This is an optimization exercise on Yosys and OpenROAD, whose aim is small area, not a production implementation. In this exercise RTL edits were held to simulation tests only and were not proved equivalent to the original. Power figures rest on the tool's default switching activity, not on a simulated workload.

==> v29 <==
// odd_pipe
module odd_pipe (
    input  logic         clock,
    input  logic         reset,
    input  logic [4:0]   issue_opcode,
    input  logic [127:0] issue_ra,
    input  logic [127:0] issue_rb,
    input  logic [127:0] issue_rt_data,
    input  logic [6:0]   issue_rt_address,
    input  logic [6:0]   issue_i7,
    input  logic [15:0]  issue_i16,
    input  logic [31:0]  issue_pc,
    output logic [142:0] fw_stage1,
    output logic [142:0] fw_stage2,
    output logic [142:0] fw_stage3,
    output logic [142:0] fw_stage4,
    output logic [142:0] fw_stage5,
    output logic [142:0] fw_stage6,
    output logic [142:0] fw_stage7,
    output logic [142:0] result,
    output logic         branch_taken,
    output logic [31:0]  next_pc
);
==> module branch_unit, before the edit <==
module branch_unit (
    input  logic         reset,
    input  logic [4:0]   opcode,
    input  logic [31:0]  rt_word,
    input  logic [15:0]  i16,
    input  logic [17:0]  pc,
    output logic         is_branch,
    output logic         is_link,
    output logic [17:0]  link,
    output logic         taken,
    output logic [17:0]  next_pc
);
    logic [17:0] relative_target;
    logic [17:0] absolute_target;
    logic [17:0] link_pc;
    logic        word_nz, half_nz;
    logic        op_rel, op_abs, op_cond, cond;
    logic [16:0] rc, lc;
    logic [15:0] rs, ls;
    always_comb
    begin
        rc[0] = 1'b0;
        lc[0] = 1'b1;
        for (int k = 0; k < 16; k++)
        begin
            rs[k]     = pc[k + 2] ^ i16[k] ^ rc[k];
            rc[k + 1] = (pc[k + 2] & i16[k]) | (rc[k] & (pc[k + 2] ^ i16[k]));
            ls[k]     = pc[k + 2] ^ lc[k];
            lc[k + 1] = pc[k + 2] & lc[k];
        end
    end
    assign relative_target = {rs, pc[1:0]};
    assign absolute_target = {i16, 2'b00};
    assign link_pc         = {ls, pc[1:0]};
    assign word_nz = |rt_word;
    assign half_nz = |rt_word[15:0];
    always_comb
    begin
        is_branch = 1'b0;
        is_link   = 1'b0;
        op_rel    = 1'b0;
        op_abs    = 1'b0;
        op_cond   = 1'b0;
        cond      = 1'b0;
        case (opcode)
            5'd14:    begin is_branch = 1'b1; op_rel = 1'b1; end
            5'd15:   begin is_branch = 1'b1; op_abs = 1'b1; end
            5'd16:  begin is_branch = 1'b1; op_rel = 1'b1; is_link = 1'b1; end
            5'd17: begin is_branch = 1'b1; op_abs = 1'b1; is_link = 1'b1; end
            5'd18:  begin is_branch = 1'b1; op_cond = 1'b1; cond = word_nz; end
            5'd19:   begin is_branch = 1'b1; op_cond = 1'b1; cond = ~word_nz; end
            5'd20: begin is_branch = 1'b1; op_cond = 1'b1; cond = half_nz; end
            5'd21:  begin is_branch = 1'b1; op_cond = 1'b1; cond = ~half_nz; end
            default: ;
        endcase
        if (reset)
        begin
            is_branch = 1'b0;
            is_link   = 1'b0;
            op_rel    = 1'b0;
            op_abs    = 1'b0;
            op_cond   = 1'b0;
        end
    end
    assign taken = op_rel | op_abs | (op_cond & cond);
    assign link  = is_link ? link_pc : 18'd0;
    always_comb
    begin
        next_pc = '0;
        if (op_rel)
            next_pc = relative_target;
        else if (op_abs)
            next_pc = absolute_target;
        else if (op_cond)
            next_pc = cond ? {relative_target[17:2], 2'b00} : link_pc;
    end
endmodule
export LEC_CHECK = 0
export CAP_MARGIN = 20
export CORE_AREA = 5 5 265 265
export DIE_AREA = 0 0 270 270
export GPL_TIMING_DRIVEN = 0
export SLEW_MARGIN = 20
create_clock -name core_clock -period 8.0 [get_ports {clock}]
standard.sh (not shown) runs the stock make flow with config.mk's settings and CLKGATE_MAP_FILE= SYNTH_SCRIPT=/design/flow/synth_recipe.tcl, a recipe that flattens the netlist after the stock synthesis.
==> flow/flow/run.sh <==
#!/bin/bash
# Layout flow:
#  2. the same synthesis again, with the rotator module swapped for a
#     cell-level version (flow/genrot.py);
#  3. the rest of the combinational logic mapped again for area, the
#     rotator's cells, the full and half adders and all registers left as
#     they are;
#  4. the registers checked against the standard synthesis (same names and
#     cells), else the standard netlist is remapped instead;
#  5. the standard layout, with the smallest buffer on the ports, pins one
#     track apart (the clock pin placed first, with room around it:
#     flow/pins.tcl) and a clock tree without dummy loads.
# Each tool's output goes to its own log here.
set -euo pipefail
bash standard.sh synth > synth.log 2>&1

RES=orfs/results/sky130hd/odd_pipe/base
LIB=$FLOW_HOME/platforms/sky130hd/lib/sky130_fd_sc_hd__tt_025C_1v80.lib
cp $RES/1_2_yosys.v 1_2_yosys_standard.v

# 2. synthesis with the cell-level rotator
python3 flow/genrot.py > cells_struct.v
python3 flow/swapmod.py design.v cells_struct.v > design_mine.v
sed "s#$PWD/design.v#$PWD/design_mine.v#" config.mk > config_mine.mk
sed "s#$PWD/config.mk#$PWD/config_mine.mk#g;s#$PWD/orfs#$PWD/orfs_mine#g" standard.sh > standard_mine.sh
bash standard_mine.sh synth > synth_mine.log 2>&1
MINE=orfs_mine/results/sky130hd/odd_pipe/base/1_2_yosys.v

# 3. area remap of the other combinational cells
python3 flow/mkmap.py $LIB cells_map.v > mkmap.log 2>&1
DU=""
for c in $(sed -n 's/^export DONT_USE_CELLS += *//p;/^ *sky130_fd_sc_hd__lpflow/p;/^ *sky130_fd_sc_hd__probe/p' $FLOW_HOME/platforms/sky130hd/config.mk | tr -d '\\'); do
  DU="$DU -dont_use $c"
done
printf 'set_driving_cell sky130_fd_sc_hd__buf_1\nset_load 5\n' > abc.constr
remap() {
  cat > remap_$3.ys <<EOT
read_liberty -lib $LIB
read_verilog $1
hierarchy -top $FLOW_TOP
select -set keep c:u_permute.u_rot.* t:sky130_fd_sc_hd__fa_* t:sky130_fd_sc_hd__ha_*
techmap -map cells_map.v c:* @keep %d
techmap
opt -purge
abc -script $PWD/flow/remap.abc -liberty $LIB $DU -constr $PWD/abc.constr -D 8000
opt_clean -purge
splitnets
opt_clean -purge
hilomap -singleton -hicell sky130_fd_sc_hd__conb_1 HI -locell sky130_fd_sc_hd__conb_1 LO
insbuf -buf sky130_fd_sc_hd__buf_1 A X
opt_clean -purge
write_verilog -noattr -nohex -nodec $2
EOT
  yosys -s remap_$3.ys > remap_$3.log 2>&1
}

# 4. keep the cell-level rotator only if the registers match the standard ones
if remap $MINE remapped_mine.v mine && python3 flow/regcheck.py 1_2_yosys_standard.v remapped_mine.v > regcheck.log 2>&1; then
  cp remapped_mine.v $RES/1_2_yosys.v
else
  remap 1_2_yosys_standard.v remapped_standard.v standard
  python3 flow/regcheck.py 1_2_yosys_standard.v remapped_standard.v > regcheck_standard.log 2>&1
  cp remapped_standard.v $RES/1_2_yosys.v
fi
rm -f $RES/1_synth.odb

# 5. layout
export BUFFER_PORTS_ARGS="-buffer_cell sky130_fd_sc_hd__buf_1"
export CTS_ARGS="-sink_clustering_enable -repair_clock_nets -dont_use_dummy_load -buf_list {sky130_fd_sc_hd__clkbuf_8} -sink_clustering_buffer sky130_fd_sc_hd__clkbuf_16 -sink_clustering_size 30 -sink_clustering_max_diameter 80"
export PLACE_PINS_ARGS="-min_distance 1 -min_distance_in_tracks -corner_avoidance 6"
export PRE_IO_PLACEMENT_TCL=$PWD/flow/pins.tcl
bash standard.sh finish > layout.log 2>&1
Other scripts of this flow, unchanged in this note and not shown: flow/flow/genrot.py, flow/flow/mkmap.py, flow/flow/pins.tcl, flow/flow/regcheck.py, flow/flow/remap.abc, flow/flow/swapmod.py
==> v6 (differences from v29) <==
--- a/flow/design.v
+++ b/flow/design.v
@@ -138,23 +138,9 @@
     logic [17:0] link_pc;
     logic        word_nz, half_nz;
     logic        op_rel, op_abs, op_cond, cond;
-    logic [16:0] rc, lc;
-    logic [15:0] rs, ls;
-    always_comb
-    begin
-        rc[0] = 1'b0;
-        lc[0] = 1'b1;
-        for (int k = 0; k < 16; k++)
-        begin
-            rs[k]     = pc[k + 2] ^ i16[k] ^ rc[k];
-            rc[k + 1] = (pc[k + 2] & i16[k]) | (rc[k] & (pc[k + 2] ^ i16[k]));
-            ls[k]     = pc[k + 2] ^ lc[k];
-            lc[k + 1] = pc[k + 2] & lc[k];
-        end
-    end
-    assign relative_target = {rs, pc[1:0]};
+    assign relative_target = {pc[17:2] + i16, pc[1:0]};
     assign absolute_target = {i16, 2'b00};
-    assign link_pc         = {ls, pc[1:0]};
+    assign link_pc         = {pc[17:2] + 16'd1, pc[1:0]};
     assign word_nz = |rt_word;
     assign half_nz = |rt_word[15:0];
     always_comb
--- a/flow/flow/run.sh
+++ b/flow/flow/run.sh
@@ -3,8 +3,7 @@
 #  2. the same synthesis again, with the rotator module swapped for a
 #     cell-level version (flow/genrot.py);
 #  3. the rest of the combinational logic mapped again for area, the
-#     rotator's cells, the full and half adders and all registers left as
-#     they are;
+#     rotator's cells and all registers left as they are;
 #  4. the registers checked against the standard synthesis (same names and
 #     cells), else the standard netlist is remapped instead;
 #  5. the standard layout, with the smallest buffer on the ports, pins one
@@ -38,7 +37,7 @@
 read_liberty -lib $LIB
 read_verilog $1
 hierarchy -top $FLOW_TOP
-select -set keep c:u_permute.u_rot.* t:sky130_fd_sc_hd__fa_* t:sky130_fd_sc_hd__ha_*
+select -set keep c:u_permute.u_rot.*
 techmap -map cells_map.v c:* @keep %d
 techmap
 opt -purge
@@ -66,7 +65,7 @@
 
 # 5. layout
 export BUFFER_PORTS_ARGS="-buffer_cell sky130_fd_sc_hd__buf_1"
-export CTS_ARGS="-sink_clustering_enable -repair_clock_nets -dont_use_dummy_load -buf_list {sky130_fd_sc_hd__clkbuf_8} -sink_clustering_buffer sky130_fd_sc_hd__clkbuf_16 -sink_clustering_size 30 -sink_clustering_max_diameter 80"
+export CTS_ARGS="-sink_clustering_enable -repair_clock_nets -dont_use_dummy_load -buf_list {sky130_fd_sc_hd__clkbuf_8} -sink_clustering_size 16 -sink_clustering_max_diameter 60"
 export PLACE_PINS_ARGS="-min_distance 1 -min_distance_in_tracks -corner_avoidance 6"
 export PRE_IO_PLACEMENT_TCL=$PWD/flow/pins.tcl
 bash standard.sh finish > layout.log 2>&1
- CORE_AREA: 5 5 265 265 -> 5 5 255 255
- DIE_AREA: 0 0 270 270 -> 0 0 260 260
- GPL_TIMING_DRIVEN: 0 -> default
==> v28 (differences from v29) <==
--- a/flow/design.v
+++ b/flow/design.v
@@ -138,23 +138,9 @@
     logic [17:0] link_pc;
     logic        word_nz, half_nz;
     logic        op_rel, op_abs, op_cond, cond;
-    logic [16:0] rc, lc;
-    logic [15:0] rs, ls;
-    always_comb
-    begin
-        rc[0] = 1'b0;
-        lc[0] = 1'b1;
-        for (int k = 0; k < 16; k++)
-        begin
-            rs[k]     = pc[k + 2] ^ i16[k] ^ rc[k];
-            rc[k + 1] = (pc[k + 2] & i16[k]) | (rc[k] & (pc[k + 2] ^ i16[k]));
-            ls[k]     = pc[k + 2] ^ lc[k];
-            lc[k + 1] = pc[k + 2] & lc[k];
-        end
-    end
-    assign relative_target = {rs, pc[1:0]};
+    assign relative_target = {pc[17:2] + i16, pc[1:0]};
     assign absolute_target = {i16, 2'b00};
-    assign link_pc         = {ls, pc[1:0]};
+    assign link_pc         = {pc[17:2] + 16'd1, pc[1:0]};
     assign word_nz = |rt_word;
     assign half_nz = |rt_word[15:0];
     always_comb
--- a/flow/flow/run.sh
+++ b/flow/flow/run.sh
@@ -3,8 +3,7 @@
 #  2. the same synthesis again, with the rotator module swapped for a
 #     cell-level version (flow/genrot.py);
 #  3. the rest of the combinational logic mapped again for area, the
-#     rotator's cells, the full and half adders and all registers left as
-#     they are;
+#     rotator's cells and all registers left as they are;
 #  4. the registers checked against the standard synthesis (same names and
 #     cells), else the standard netlist is remapped instead;
 #  5. the standard layout, with the smallest buffer on the ports, pins one
@@ -38,7 +37,7 @@
 read_liberty -lib $LIB
 read_verilog $1
 hierarchy -top $FLOW_TOP
-select -set keep c:u_permute.u_rot.* t:sky130_fd_sc_hd__fa_* t:sky130_fd_sc_hd__ha_*
+select -set keep c:u_permute.u_rot.*
 techmap -map cells_map.v c:* @keep %d
 techmap
 opt -purge
@@ -66,7 +65,7 @@
 
 # 5. layout
 export BUFFER_PORTS_ARGS="-buffer_cell sky130_fd_sc_hd__buf_1"
-export CTS_ARGS="-sink_clustering_enable -repair_clock_nets -dont_use_dummy_load -buf_list {sky130_fd_sc_hd__clkbuf_8} -sink_clustering_buffer sky130_fd_sc_hd__clkbuf_16 -sink_clustering_size 30 -sink_clustering_max_diameter 80"
+export CTS_ARGS="-sink_clustering_enable -repair_clock_nets -dont_use_dummy_load -buf_list {sky130_fd_sc_hd__clkbuf_16} -sink_clustering_size 30 -sink_clustering_max_diameter 80"
 export PLACE_PINS_ARGS="-min_distance 1 -min_distance_in_tracks -corner_avoidance 6"
 export PRE_IO_PLACEMENT_TCL=$PWD/flow/pins.tcl
 bash standard.sh finish > layout.log 2>&1
- CORE_AREA: 5 5 265 265 -> 5 5 245 245
- DIE_AREA: 0 0 270 270 -> 0 0 250 250
- GPL_TIMING_DRIVEN: 0 -> default
==> summary.txt <==
In v28 the clock power is higher than in v29, by about 3%.
Sequential share of layout area, lowest first: v29, v6, v28.
In sequential power, v6 and v28 hardly differ.
The lowest routed wire length belongs to v29, the highest to v6.
In v29 the first-iteration DRC count is smaller than in v6, by 16%.
In v6 the design area is lower than in v29, by 1.7%.
==> figures <==
item                                                                           v28                       v6                      v29
Run status                                                 complete, no violations  complete, no violations  complete, no violations
Largest net degree at the start of global routing                              129                      129                       93
Inverter count                                                                 210                      210                      204
Ratio of routed vias to standard cells                                        6.33                     6.24                     5.84
Crit path max fanout                                                            84                      114                        4
Number of tap instances                                                        765                      837                      873
Cell repeated most along the worst path                                    o22ai_1                  o22ai_1                     fa_1
Clock insertion delay at the later pin of the skew report                  0.63 ns                  0.73 ns                  0.78 ns
Detailed-route wire length                                                  166 mm                   172 mm                   161 mm
PwrDens                                                                257 mW/mm^2              256 mW/mm^2              256 mW/mm^2
Worst-path clk slew                                                        0.11 ns                  0.10 ns                  0.11 ns
Net Sw Power                                                               3200 uW                  3280 uW                  3300 uW
Initial core utilization                                                     59.3%                    55.0%                    50.4%
Worst setup startpoint                                             issue_opcode[2]          issue_opcode[2]              issue_pc[2]

* * *

==> inputs of v32 <==
odd_pipe, a different RTL version from the one above (not shown whole).
clock: 8.0 ns
lec_check: 0
cap_margin: 20
core_area: 5 5 295 295
die_area: 0 0 300 300
slew_margin: 20
==> flow/flow/run.sh <==
#!/bin/bash
# Layout flow:
#  2. the same synthesis again, with the rotator module swapped for a
#     cell-level version (flow/genrot.py);
#  3. the rest of the combinational logic mapped again for area, the
#     rotator's cells and all registers left as they are;
#  4. the registers checked against the standard synthesis (same names and
#     cells), else the standard netlist is remapped instead;
#  5. the standard layout, with the smallest buffer on the ports, pins one
#     track apart and a clock tree without dummy loads.
# Each tool's output goes to its own log here.
set -euo pipefail
bash standard.sh synth > synth.log 2>&1

RES=orfs/results/sky130hd/odd_pipe/base
LIB=$FLOW_HOME/platforms/sky130hd/lib/sky130_fd_sc_hd__tt_025C_1v80.lib
cp $RES/1_2_yosys.v 1_2_yosys_standard.v

# 2. synthesis with the cell-level rotator
python3 flow/genrot.py > rot_struct.v
python3 flow/swapmod.py design.v rot_struct.v perm_rotator > design_mine.v
sed "s#$PWD/design.v#$PWD/design_mine.v#" config.mk > config_mine.mk
sed "s#$PWD/config.mk#$PWD/config_mine.mk#g;s#$PWD/orfs#$PWD/orfs_mine#g" standard.sh > standard_mine.sh
bash standard_mine.sh synth > synth_mine.log 2>&1
MINE=orfs_mine/results/sky130hd/odd_pipe/base/1_2_yosys.v

# 3. area remap of the other combinational cells
python3 flow/mkmap.py $LIB cells_map.v > mkmap.log 2>&1
DU=""
for c in $(sed -n 's/^export DONT_USE_CELLS += *//p;/^ *sky130_fd_sc_hd__lpflow/p;/^ *sky130_fd_sc_hd__probe/p' $FLOW_HOME/platforms/sky130hd/config.mk | tr -d '\\'); do
  DU="$DU -dont_use $c"
done
printf 'set_driving_cell sky130_fd_sc_hd__buf_1\nset_load 5\n' > abc.constr
remap() {
  cat > remap_$3.ys <<EOT
read_liberty -lib $LIB
read_verilog $1
hierarchy -top $FLOW_TOP
select -set keep c:u_permute.u_rot.*
techmap -map cells_map.v c:* @keep %d
techmap
opt -purge
abc -script $PWD/flow/remap.abc -liberty $LIB $DU -constr $PWD/abc.constr -D 8000
opt_clean -purge
splitnets
opt_clean -purge
hilomap -singleton -hicell sky130_fd_sc_hd__conb_1 HI -locell sky130_fd_sc_hd__conb_1 LO
insbuf -buf sky130_fd_sc_hd__buf_1 A X
opt_clean -purge
write_verilog -noattr -nohex -nodec $2
EOT
  yosys -s remap_$3.ys > remap_$3.log 2>&1
}

# 4. keep the cell-level rotator only if the registers match the standard ones
if remap $MINE remapped_mine.v mine && python3 flow/regcheck.py 1_2_yosys_standard.v remapped_mine.v > regcheck.log 2>&1; then
  cp remapped_mine.v $RES/1_2_yosys.v
else
  remap 1_2_yosys_standard.v remapped_standard.v standard
  python3 flow/regcheck.py 1_2_yosys_standard.v remapped_standard.v > regcheck_standard.log 2>&1
  cp remapped_standard.v $RES/1_2_yosys.v
fi
rm -f $RES/1_synth.odb

# 5. layout
export BUFFER_PORTS_ARGS="-buffer_cell sky130_fd_sc_hd__buf_1"
export CTS_ARGS="-sink_clustering_enable -repair_clock_nets -dont_use_dummy_load -buf_list {sky130_fd_sc_hd__clkbuf_8} -sink_clustering_size 16 -sink_clustering_max_diameter 50"
export PLACE_PINS_ARGS="-min_distance 1 -min_distance_in_tracks"
bash standard.sh finish > layout.log 2>&1
Other scripts of this flow, unchanged in this note and not shown: flow/flow/genrot.py, flow/flow/mkmap.py, flow/flow/regcheck.py, flow/flow/remap.abc, flow/flow/swapmod.py
==> v26 (differences from v32) <==
--- a/flow/flow/run.sh
+++ b/flow/flow/run.sh
@@ -66,3 +66,3 @@
 export BUFFER_PORTS_ARGS="-buffer_cell sky130_fd_sc_hd__buf_1"
-export CTS_ARGS="-sink_clustering_enable -repair_clock_nets -dont_use_dummy_load -buf_list {sky130_fd_sc_hd__clkbuf_8} -sink_clustering_size 16 -sink_clustering_max_diameter 50"
+export CTS_ARGS="-sink_clustering_enable -repair_clock_nets -dont_use_dummy_load -buf_list {sky130_fd_sc_hd__clkbuf_16} -sink_clustering_size 30 -sink_clustering_max_diameter 80"
 export PLACE_PINS_ARGS="-min_distance 1 -min_distance_in_tracks"
==> summary.md <==
| Metric | Value |
|---|---|
| All-Layer GR Usage | 30.3% |
| Wire length per cell | 24.1 um |
| HP Start | u_chain.stage6_q[1] |
| Seq pwr share | 56.9% |
| Status | finished clean |
| First-pass GRT wire length | 206 mm |
-- figures above: v32

==> summary.md <==
| Metric | Value |
|---|---|
| Status | finished clean |
| All-Layer GR Usage | 30.0% |
| Wire length per cell | 24.1 um |
| ANT cells | 73 |
| Seq pwr share | 57.6% |
| Layout clock area frac | 2.63% |
| HP Start | u_chain.stage1_q[79] |
-- figures above: v26

[static timing again, ports no longer ideal]
How much do the figures lean on ideal ports? The routed layouts below were timed once more, with nothing changed but the port constraints.
Step 1 (the two cells are an assumption about what drives the block):
set clk [get_ports {clock}]
set_driving_cell -lib_cell sky130_fd_sc_hd__clkbuf_16 $clk
set_driving_cell -lib_cell sky130_fd_sc_hd__buf_2 [delete_from_list [all_inputs] $clk]
Step 2 also shifts input and output timing later by t, the mid clock arrival at the registers, as if the neighbouring blocks saw the same clock.
Slacks: ideal / step 1 / step 2; pairs: ideal / step 1.
run | shift t [ns] | setup WS [ns] | hold WS [ns] | pins driven straight from the clock port
v29 | 0.760 | 0.546 / 0.535 / -0.225 | 0.229 / 0.229 / 0.229 | 1
v6 | 0.730 | 1.129 / 1.086 / 0.356 | 0.297 / 0.297 / 0.297 | 1
v28 | 0.657 | 1.344 / 1.306 / 0.649 | 0.296 / 0.296 / 0.296 | 1
v32 | 0.770 | 1.606 / 1.606 / 0.836 | 0.379 / 0.379 / 0.379 | 1
v26 | 0.659 | 1.532 / 1.533 / 0.874 | 0.402 / 0.402 / 0.402 | 1
With both steps, setup timing fails in v29, where it was met with ideal ports. For v6, which loses most, drivers alone change the setup slack by -0.043 ns; drivers and shift together by -0.773 ns.
